Source: an optimization exercise on an open RTL-to-GDS flow (aim: a short achievable clock period and few clock cycles per item). Production flows keep margins and buffers that such runs may drop. Only simulation tests tie the RTL to the original design; equivalence was not proved. No driver is modelled on the clock port, so clocking that relies on it looks cheaper here than on a real chip. Power figures rest on the tool's default switching activity, not on a simulated workload.

==> run a: inputs <==
==> flow/design.v (excerpt) <==
module rv_frontend (
  input  wire         clk,
  input  wire         rstn,
  output logic        wb_cyc,
  output logic        wb_stb,
  output logic [31:0] wb_adr,
  input  wire         wb_ack,
  input  wire  [31:0] wb_dat_i,
  output logic [31:0] issue_pc,
  output logic [31:0] issue_instr,
  output logic [1:0]  issue_kind,
  output logic        issue_pred_taken,
  output logic [31:0] issue_pred_next_pc,
  output logic        issue_valid,
  input  wire         resolve_valid,
  input  wire  [31:0] resolve_next_pc,
  output logic        mispredict,
  output logic [31:0] perf_cycles,
  output logic [31:0] perf_cond_branches,
  output logic [31:0] perf_uncond_jumps,
  output logic [31:0] perf_bp_correct
);
==> module branch_resolver, before the edit <==
module branch_resolver (
  input  wire                     clk,
  input  wire                     rstn,
  input  wire fe_pkg::queue_rec_t head,
  input  wire                     head_valid,
  input  wire                     resolve_valid,
  input  wire fe_pkg::addr_t      resolve_next_pc,
  input  wire                     q_valid,
  input  wire fe_pkg::addr_t      q_pred_next_pc,
  output logic                    complete,
  output logic                    mis_out,     
  output fe_pkg::redirect_t       redirect,
  output fe_pkg::bp_update_t      update,
  output fe_pkg::perf_t           perf
);
  logic  is_branch;
  logic  is_jump;
  logic  actual_taken;
  logic  pred_ok;
  logic  mis;
  assign complete  = head_valid && resolve_valid;
  assign is_branch = (head.kind == fe_pkg::KIND_BRANCH);
  assign is_jump   = (head.kind == fe_pkg::KIND_JAL) || (head.kind == fe_pkg::KIND_JALR);
  logic [31:0] t_eq1;
  logic [15:0] t_ne2;
  logic [7:0]  t_eq4;
  logic [3:0]  t_ne8;
  logic [1:0]  t_eq16;
  for (genvar i = 0; i < 32; i++) begin : g_t_eq1
    fe_xnor2 u (.a(resolve_next_pc[i]), .b(head.seq_pc[i]), .y(t_eq1[i]));
  end
  for (genvar i = 0; i < 16; i++) begin : g_t_ne2
    fe_nand2 u (.a(t_eq1[2*i]), .b(t_eq1[2*i+1]), .y(t_ne2[i]));
  end
  for (genvar i = 0; i < 8; i++) begin : g_t_eq4
    fe_nor2 u (.a(t_ne2[2*i]), .b(t_ne2[2*i+1]), .y(t_eq4[i]));
  end
  for (genvar i = 0; i < 4; i++) begin : g_t_ne8
    fe_nand2 u (.a(t_eq4[2*i]), .b(t_eq4[2*i+1]), .y(t_ne8[i]));
  end
  for (genvar i = 0; i < 2; i++) begin : g_t_eq16
    fe_nor2 u (.a(t_ne8[2*i]), .b(t_ne8[2*i+1]), .y(t_eq16[i]));
  end
  fe_nand2 taken_inst (.a(t_eq16[0]), .b(t_eq16[1]), .y(actual_taken));
  logic [31:0] eq1;
  logic [15:0] ne2;
  logic [7:0]  eq4;
  logic [3:0]  ne8;
  logic [1:0]  eq16;
  logic        no_head;
  for (genvar i = 0; i < 32; i++) begin : g_eq1
    fe_xnor2 u (.a(resolve_next_pc[i]), .b(q_pred_next_pc[i]), .y(eq1[i]));
  end
  for (genvar i = 0; i < 16; i++) begin : g_ne2
    fe_nand2 u (.a(eq1[2*i]), .b(eq1[2*i+1]), .y(ne2[i]));
  end
  for (genvar i = 0; i < 8; i++) begin : g_eq4
    fe_nor2 u (.a(ne2[2*i]), .b(ne2[2*i+1]), .y(eq4[i]));
  end
  for (genvar i = 0; i < 4; i++) begin : g_ne8
    fe_nand2 u (.a(eq4[2*i]), .b(eq4[2*i+1]), .y(ne8[i]));
  end
  for (genvar i = 0; i < 2; i++) begin : g_eq16
    fe_nor2 u (.a(ne8[2*i]), .b(ne8[2*i+1]), .y(eq16[i]));
  end
  fe_nand2 no_head_inst (.a(resolve_valid), .b(q_valid), .y(no_head));
  fe_a21oi mis_inst (.a1(eq16[0]), .a2(eq16[1]), .b1(no_head), .y(mis));
  fe_a21oi mis_out_inst (.a1(eq16[0]), .a2(eq16[1]), .b1(no_head), .y(mis_out));
  assign pred_ok = !mis;
  always_comb begin
    redirect.valid = mis;
    redirect.pc    = resolve_next_pc;
  end
  always_comb begin
    update.valid     = complete && (is_branch || (is_jump && actual_taken));
    update.is_branch = is_branch;
    update.taken     = actual_taken;
    update.pc        = head.pc;
    update.target    = resolve_next_pc;
  end
  always_ff @(posedge clk) begin
    if (!rstn) begin
      perf <= '0;
    end else begin
      perf.cycles <= perf.cycles + fe_pkg::cnt_t'(1);
      if (complete && is_branch) begin
        perf.cond_branches <= perf.cond_branches + fe_pkg::cnt_t'(1);
      end
      if (complete && is_jump) begin
        perf.uncond_jumps <= perf.uncond_jumps + fe_pkg::cnt_t'(1);
      end
      if (complete && is_branch && pred_ok) begin
        perf.bp_correct <= perf.bp_correct + fe_pkg::cnt_t'(1);
      end
    end
  end
endmodule
Settings: LEC_CHECK=0, CAP_MARGIN=20, CORE_MARGIN=2, CORE_UTILIZATION=40, SETUP_SLACK_MARGIN=3.8, SLEW_MARGIN=20, SYNTH_HIERARCHICAL=1; clock period 8.0 ns.
standard.sh (not shown) runs the stock make flow with config.mk's settings and CLKGATE_MAP_FILE= SYNTH_SCRIPT=/design/flow/synth_recipe.tcl, a recipe that flattens the netlist after the stock synthesis.
==> flow/flow/run.sh <==
#!/bin/bash
set -euo pipefail
here="$(pwd)"
bash standard.sh MATCH_CELL_FOOTPRINT=0 IO_CONSTRAINTS="$here/flow/io.tcl" \
  POST_CTS_TCL="$here/flow/post_cts.tcl" finish > flow_make.log 2>&1
==> flow/flow/io.tcl <==
# Pin placement: the resolve port and the mispredict output side by side on
# one edge, so the combinational compare between them stays short.
set_io_pin_constraint -group -order -region top:* -pin_names {resolve_next_pc[0] resolve_next_pc[1] resolve_next_pc[2] resolve_next_pc[3] resolve_next_pc[4] resolve_next_pc[5] resolve_next_pc[6] resolve_next_pc[7] resolve_next_pc[8] resolve_next_pc[9] resolve_next_pc[10] resolve_next_pc[11] resolve_next_pc[12] resolve_next_pc[13] resolve_next_pc[14] resolve_next_pc[15] resolve_valid mispredict resolve_next_pc[16] resolve_next_pc[17] resolve_next_pc[18] resolve_next_pc[19] resolve_next_pc[20] resolve_next_pc[21] resolve_next_pc[22] resolve_next_pc[23] resolve_next_pc[24] resolve_next_pc[25] resolve_next_pc[26] resolve_next_pc[27] resolve_next_pc[28] resolve_next_pc[29] resolve_next_pc[30] resolve_next_pc[31]}
==> flow/flow/post_cts.tcl <==
# After the standard clock tree step and its timing repair: one more setup
# repair pass, then legalize the placement again.
estimate_parasitics -placement
repair_timing -setup -setup_margin 4.0 -skip_last_gasp -verbose
detailed_placement
check_placement -verbose
==> inputs of run b, as changes to run a <==
--- a/flow/design.v
+++ b/flow/design.v
@@ -427,25 +427,5 @@
   assign is_branch = (head.kind == fe_pkg::KIND_BRANCH);
   assign is_jump   = (head.kind == fe_pkg::KIND_JAL) || (head.kind == fe_pkg::KIND_JALR);
-  logic [31:0] t_eq1;
-  logic [15:0] t_ne2;
-  logic [7:0]  t_eq4;
-  logic [3:0]  t_ne8;
-  logic [1:0]  t_eq16;
-  for (genvar i = 0; i < 32; i++) begin : g_t_eq1
-    fe_xnor2 u (.a(resolve_next_pc[i]), .b(head.seq_pc[i]), .y(t_eq1[i]));
-  end
-  for (genvar i = 0; i < 16; i++) begin : g_t_ne2
-    fe_nand2 u (.a(t_eq1[2*i]), .b(t_eq1[2*i+1]), .y(t_ne2[i]));
-  end
-  for (genvar i = 0; i < 8; i++) begin : g_t_eq4
-    fe_nor2 u (.a(t_ne2[2*i]), .b(t_ne2[2*i+1]), .y(t_eq4[i]));
-  end
-  for (genvar i = 0; i < 4; i++) begin : g_t_ne8
-    fe_nand2 u (.a(t_eq4[2*i]), .b(t_eq4[2*i+1]), .y(t_ne8[i]));
-  end
-  for (genvar i = 0; i < 2; i++) begin : g_t_eq16
-    fe_nor2 u (.a(t_ne8[2*i]), .b(t_ne8[2*i+1]), .y(t_eq16[i]));
-  end
-  fe_nand2 taken_inst (.a(t_eq16[0]), .b(t_eq16[1]), .y(actual_taken));
+  assign actual_taken = (resolve_next_pc != head.seq_pc);
   logic [31:0] eq1;
   logic [15:0] ne2;
==> metrics.md <==
| Metric | Value |
|---|---|
| Sequential Area | just under 60000 sq um |
| Diodes inserted | 7 |
| Number of global-route vias before repair | roughly 75000 |
| Power share of the sequential group | 0.456 |
| Comb_multi_in | about 6000 |
| Number of non-clock buffers in the layout | a little under 700 |
| Initial antenna violation count | 31 |
| CP Max Fanout | 13 |
| CP required | between 8 and 9 ns |
| Pre-CTS setup slack | 1.651 ns |
| Reg2reg start | inflight_queue_inst.mem[0][102]$_DFFE_PP_ |
| Placer Congestion | between 0.9 and 1 |
| Clk Latency, worst-skew pair | about 0.94 ns |
| Row count | between 150 and 200 |
| Status | timing/DRC/antenna clean |
| Detailed placer's ending HPWL | 259200 um |
| Die height | ~530 um |
| WHS | 0.4933 ns |
[end of results for run b]
==> metrics.md <==
| Metric | Value |
|---|---|
| Reg2reg start | inflight_queue_inst.mem[0][103]$_DFFE_PP_ |
| Power share of the sequential group | 0.454 |
| Number of non-clock buffers in the layout | between 700 and 800 |
| Die height | 532.9 um |
| Sequential Area | ~58000 sq um |
| WHS | 0.4670 ns |
| Placer Congestion | between 0.9 and 1 |
| Number of global-route vias before repair | around 76000 |
| Comb_multi_in | between 6000 and 7000 |
| Max frequency | about 240 MHz |
| Diodes inserted | 11 |
| Placeable Area | roughly 280000 sq um |
| Row count | slightly below 200 |
| Clk Latency, worst-skew pair | around 0.96 ns |
| Pre-CTS setup slack | ~1.9 ns |
| CP Max Fanout | between 100 and 150 |
| Status | timing/DRC/antenna clean |
[end of results for run a]
Testbench counts of run a, summed over its fixed seeds: cycles 33,178, instrs 16,000.
Testbench counts of run b, summed over its fixed seeds: cycles 33,178, instrs 16,000.

## port drivers added, routing unchanged
How much do the figures lean on ideal ports? The routed layouts below were timed once more, with nothing changed but the port constraints. Step 1: set_driving_cell puts a clkbuf_16 on clk and a buf_2 on each other input, an assumption about the parent block. Step 2 also shifts input and output timing later by t, the mid clock arrival at the registers, as if the neighbouring blocks saw the same clock. a / b / c = ideal ports / drivers / drivers and shift; a / b = the first two.
| run | shift t [ns] | setup slack, ns | hold WS [ns] | cell pins on the clock port's net |
|---|---|---|---|---|
| run a | 0.983 | 3.749 / 3.475 / 2.588 | 0.467 / 0.467 / 0.467 | 1 |
| run b | 0.995 | 3.807 / 3.524 / 2.752 | 0.493 / 0.493 / 0.493 | 1 |
After both steps setup and hold are still met in every run listed. For run a, which loses most, drivers alone change the setup slack by -0.274 ns; drivers and shift together by -1.161 ns.
